Context: an optimization exercise on an open-source flow, tuned for small area and few clock cycles. The choices shown serve that exercise and are no tape-out recipe. Only simulation tests tie the RTL to the original design; equivalence was not proved. Power figures rest on the tool's default switching activity, not on a simulated workload.

// multi_color_centroid_tracker
module multi_color_centroid_tracker #(
  parameter int NUM_COLORS = 2,
  parameter int DATA_W     = 12,
  parameter int COORD_W    = 16,
  parameter int CNT_W      = 24,
  parameter int SUM_W      = 40,
  parameter int MIN_PIXELS = 64,
  localparam int SEL_W     = (NUM_COLORS > 1) ? $clog2(NUM_COLORS) : 1,
  localparam int C_W       = DATA_W / 3
) (
  input  logic                          iCLK,
  input  logic                          iRST,
  input  logic                          iEN,
  input  logic                          iFVAL,
  input  logic                          iDATA_VAL,
  input  logic [DATA_W-1:0]             iDATA,
  input  logic [COORD_W-1:0]            iX_Cont,
  input  logic [COORD_W-1:0]            iY_Cont,
  input  logic                          iCFG_WE,
  input  logic [SEL_W-1:0]              iCFG_SEL,
  input  logic [DATA_W-1:0]             iCFG_MEAN,
  input  logic [C_W-1:0]                iCFG_THRESH,
  output logic [NUM_COLORS-1:0]         oOBJ_VAL,
  output logic [NUM_COLORS*COORD_W-1:0] oX_POS,
  output logic [NUM_COLORS*COORD_W-1:0] oY_POS,
  output logic                          oDONE,
  output logic                          oBUSY,
  output logic                          oOVERRUN
);
  localparam int               RHI_W   = SUM_W - COORD_W;      
  localparam int               STEPS   = 2 * COORD_W;          
  localparam int               STEP_W  = $clog2(STEPS);
  localparam logic [CNT_W-1:0] MIN_CNT = CNT_W'(MIN_PIXELS);
  function automatic logic [C_W-1:0] abs_diff(input logic [C_W-1:0] a, input logic [C_W-1:0] b);
    abs_diff = (a >= b) ? (a - b) : (b - a);
  endfunction
  function automatic logic color_match(input logic [DATA_W-1:0] pix,
                                       input logic [DATA_W-1:0] mean,
                                       input logic [C_W-1:0]    thr);
    logic ok;
    ok = 1'b1;
  ...
clock: 8.0 ns
lec_check: 0
cap_margin: 20
core_margin: 2
core_utilization: 40
slew_margin: 20
standard.sh (not shown) runs the stock make flow with config.mk's settings and CLKGATE_MAP_FILE= SYNTH_SCRIPT=/design/flow/synth_recipe.tcl, a recipe that flattens the netlist after the stock synthesis.
==> flow/flow/run.sh <==
#!/bin/bash
# Standard layout with smaller port buffers and a leaner clock tree (no dummy loads).
set -euo pipefail
export BUFFER_PORTS_ARGS="-buffer_cell sky130_fd_sc_hd__buf_1"
export CTS_ARGS="-sink_clustering_enable -repair_clock_nets -dont_use_dummy_load -sink_clustering_size 30 -sink_clustering_max_diameter 120"
bash standard.sh > standard.log 2>&1
The first run completed with no timing, DRC or antenna violations.
Testbench counts at the start, summed over its fixed seeds: cycles 126,318.
==> next run, changes <==
==> flow/run.sh (new file) <==
#!/bin/bash
# synth_recipe.tcl (not shown) runs the flow's synth.tcl, then flattens the netlist and writes it again
# the make line also repeats each setting of config.mk as NAME=value (left out here)
make -C /OpenROAD-flow-scripts/flow DESIGN_CONFIG=/design/flow/config.mk WORK_HOME=/design/flow/orfs CLKGATE_MAP_FILE= SYNTH_SCRIPT=/design/flow/synth_recipe.tcl finish
removed: flow/flow/run.sh
removed: flow/standard.sh
Outcome: Global-route usage increases by 0.70 points. Die area does not change. Core utilization went up by 3.6 points. Routed wire length climbs by a few percent. Total power went up by about a fifth. Critical path depth increases by 3.
==> next run, changes <==
==> flow/flow/run.sh (new file) <==
#!/bin/bash
# Standard layout with smaller port buffers and a leaner clock tree (no dummy loads).
set -euo pipefail
export BUFFER_PORTS_ARGS="-buffer_cell sky130_fd_sc_hd__buf_1"
export CTS_ARGS="-sink_clustering_enable -repair_clock_nets -dont_use_dummy_load -sink_clustering_size 30 -sink_clustering_max_diameter 80"
bash standard.sh > standard.log 2>&1
==> flow/standard.sh (new file) <==
#!/bin/bash
# synth_recipe.tcl (not shown) runs the flow's synth.tcl, then flattens the netlist and writes it again
# the make line also repeats each setting of config.mk as NAME=value (left out here)
make -C /OpenROAD-flow-scripts/flow DESIGN_CONFIG=/design/flow/config.mk WORK_HOME=/design/flow/orfs CLKGATE_MAP_FILE= SYNTH_SCRIPT=/design/flow/synth_recipe.tcl "${@:-finish}"
removed: flow/run.sh
After rerunning: Clock skew increases by 0.038 ns. Critical path depth went down by 3. First-iteration DRC count is lower by 1.7%. Synthesized area does not change. Routed wire length came out lower by 2.9%. Power decreases by 15%. Setup slack is better by 0.22 ns. Design area went down by 6.9%.
==> next run, changes <==
==> flow/flow/run.sh (replaced) <==
#!/bin/bash
# Standard layout with smaller port buffers and a leaner clock tree (no dummy loads).
set -euo pipefail
export BUFFER_PORTS_ARGS="-buffer_cell sky130_fd_sc_hd__buf_1"
export CTS_ARGS="-sink_clustering_enable -repair_clock_nets -dont_use_dummy_load -sink_clustering_size 24 -sink_clustering_max_diameter 80"
bash standard.sh > standard.log 2>&1
=> The new run finished clean. Sequential share of layout area is about the same. Utilization is about the same. Via count hardly moves. Global-route usage hardly moves.
==> next run, changes <==
==> flow/flow/run.sh (replaced) <==
#!/bin/bash
# Standard layout with smaller port buffers and a leaner clock tree (no dummy loads).
set -euo pipefail
export BUFFER_PORTS_ARGS="-buffer_cell sky130_fd_sc_hd__buf_1"
export CTS_ARGS="-sink_clustering_enable -repair_clock_nets -dont_use_dummy_load -sink_clustering_size 36 -sink_clustering_max_diameter 70"
bash standard.sh > standard.log 2>&1
The new run completed with no timing, DRC or antenna violations. Power increases by about 2.5%. Cell count barely changes. Global-route usage increases by 0.18 points. Clock skew stays flat. Worst setup slack gets worse by 0.056 ns.

what the ideal ports hide:
The flow's constraints put no driver on any port. The routed layouts listed below were extracted and timed again, unchanged, in two steps. Step 1 (the two cells are an assumption about what drives the block):
set clk [get_ports {iCLK}]
set_driving_cell -lib_cell sky130_fd_sc_hd__clkbuf_16 $clk
set_driving_cell -lib_cell sky130_fd_sc_hd__buf_2 [delete_from_list [all_inputs] $clk]
Step 2, shift: input delay + t, output delay - t, t = (earliest + latest rising clock arrival at the registers) / 2. This alone moves slack from input paths to output paths. a / b / c = no drivers / after step 1 / after step 2; a / b = the first two.
| run | t (ns) | slack for setup (ns) | worst hold slack (ns) | clock arrival spread, ns |
|---|---|---|---|---|
| the first run | 0.625 | 0.715 / 0.732 / 0.108 | 0.429 / 0.429 / 0.429 | 0.059 / 0.059 |
| the second run | 0.659 | 0.527 / 0.567 / -0.092 | 0.404 / 0.404 / 0.404 | 0.037 / 0.037 |
| the third run | 0.643 | 0.746 / 0.762 / 0.118 | 0.423 / 0.423 / 0.423 | 0.074 / 0.075 |
| the fourth run | 0.649 | 0.726 / 0.743 / 0.094 | 0.405 / 0.405 / 0.405 | 0.074 / 0.074 |
| the fifth run | 0.604 | 0.671 / 0.686 / 0.082 | 0.423 / 0.423 / 0.423 | 0.073 / 0.074 |
With both steps, setup timing fails in the second run, where it was met with ideal ports. For the fourth run, which loses most, drivers alone change the setup slack by +0.017 ns; drivers and shift together by -0.632 ns.
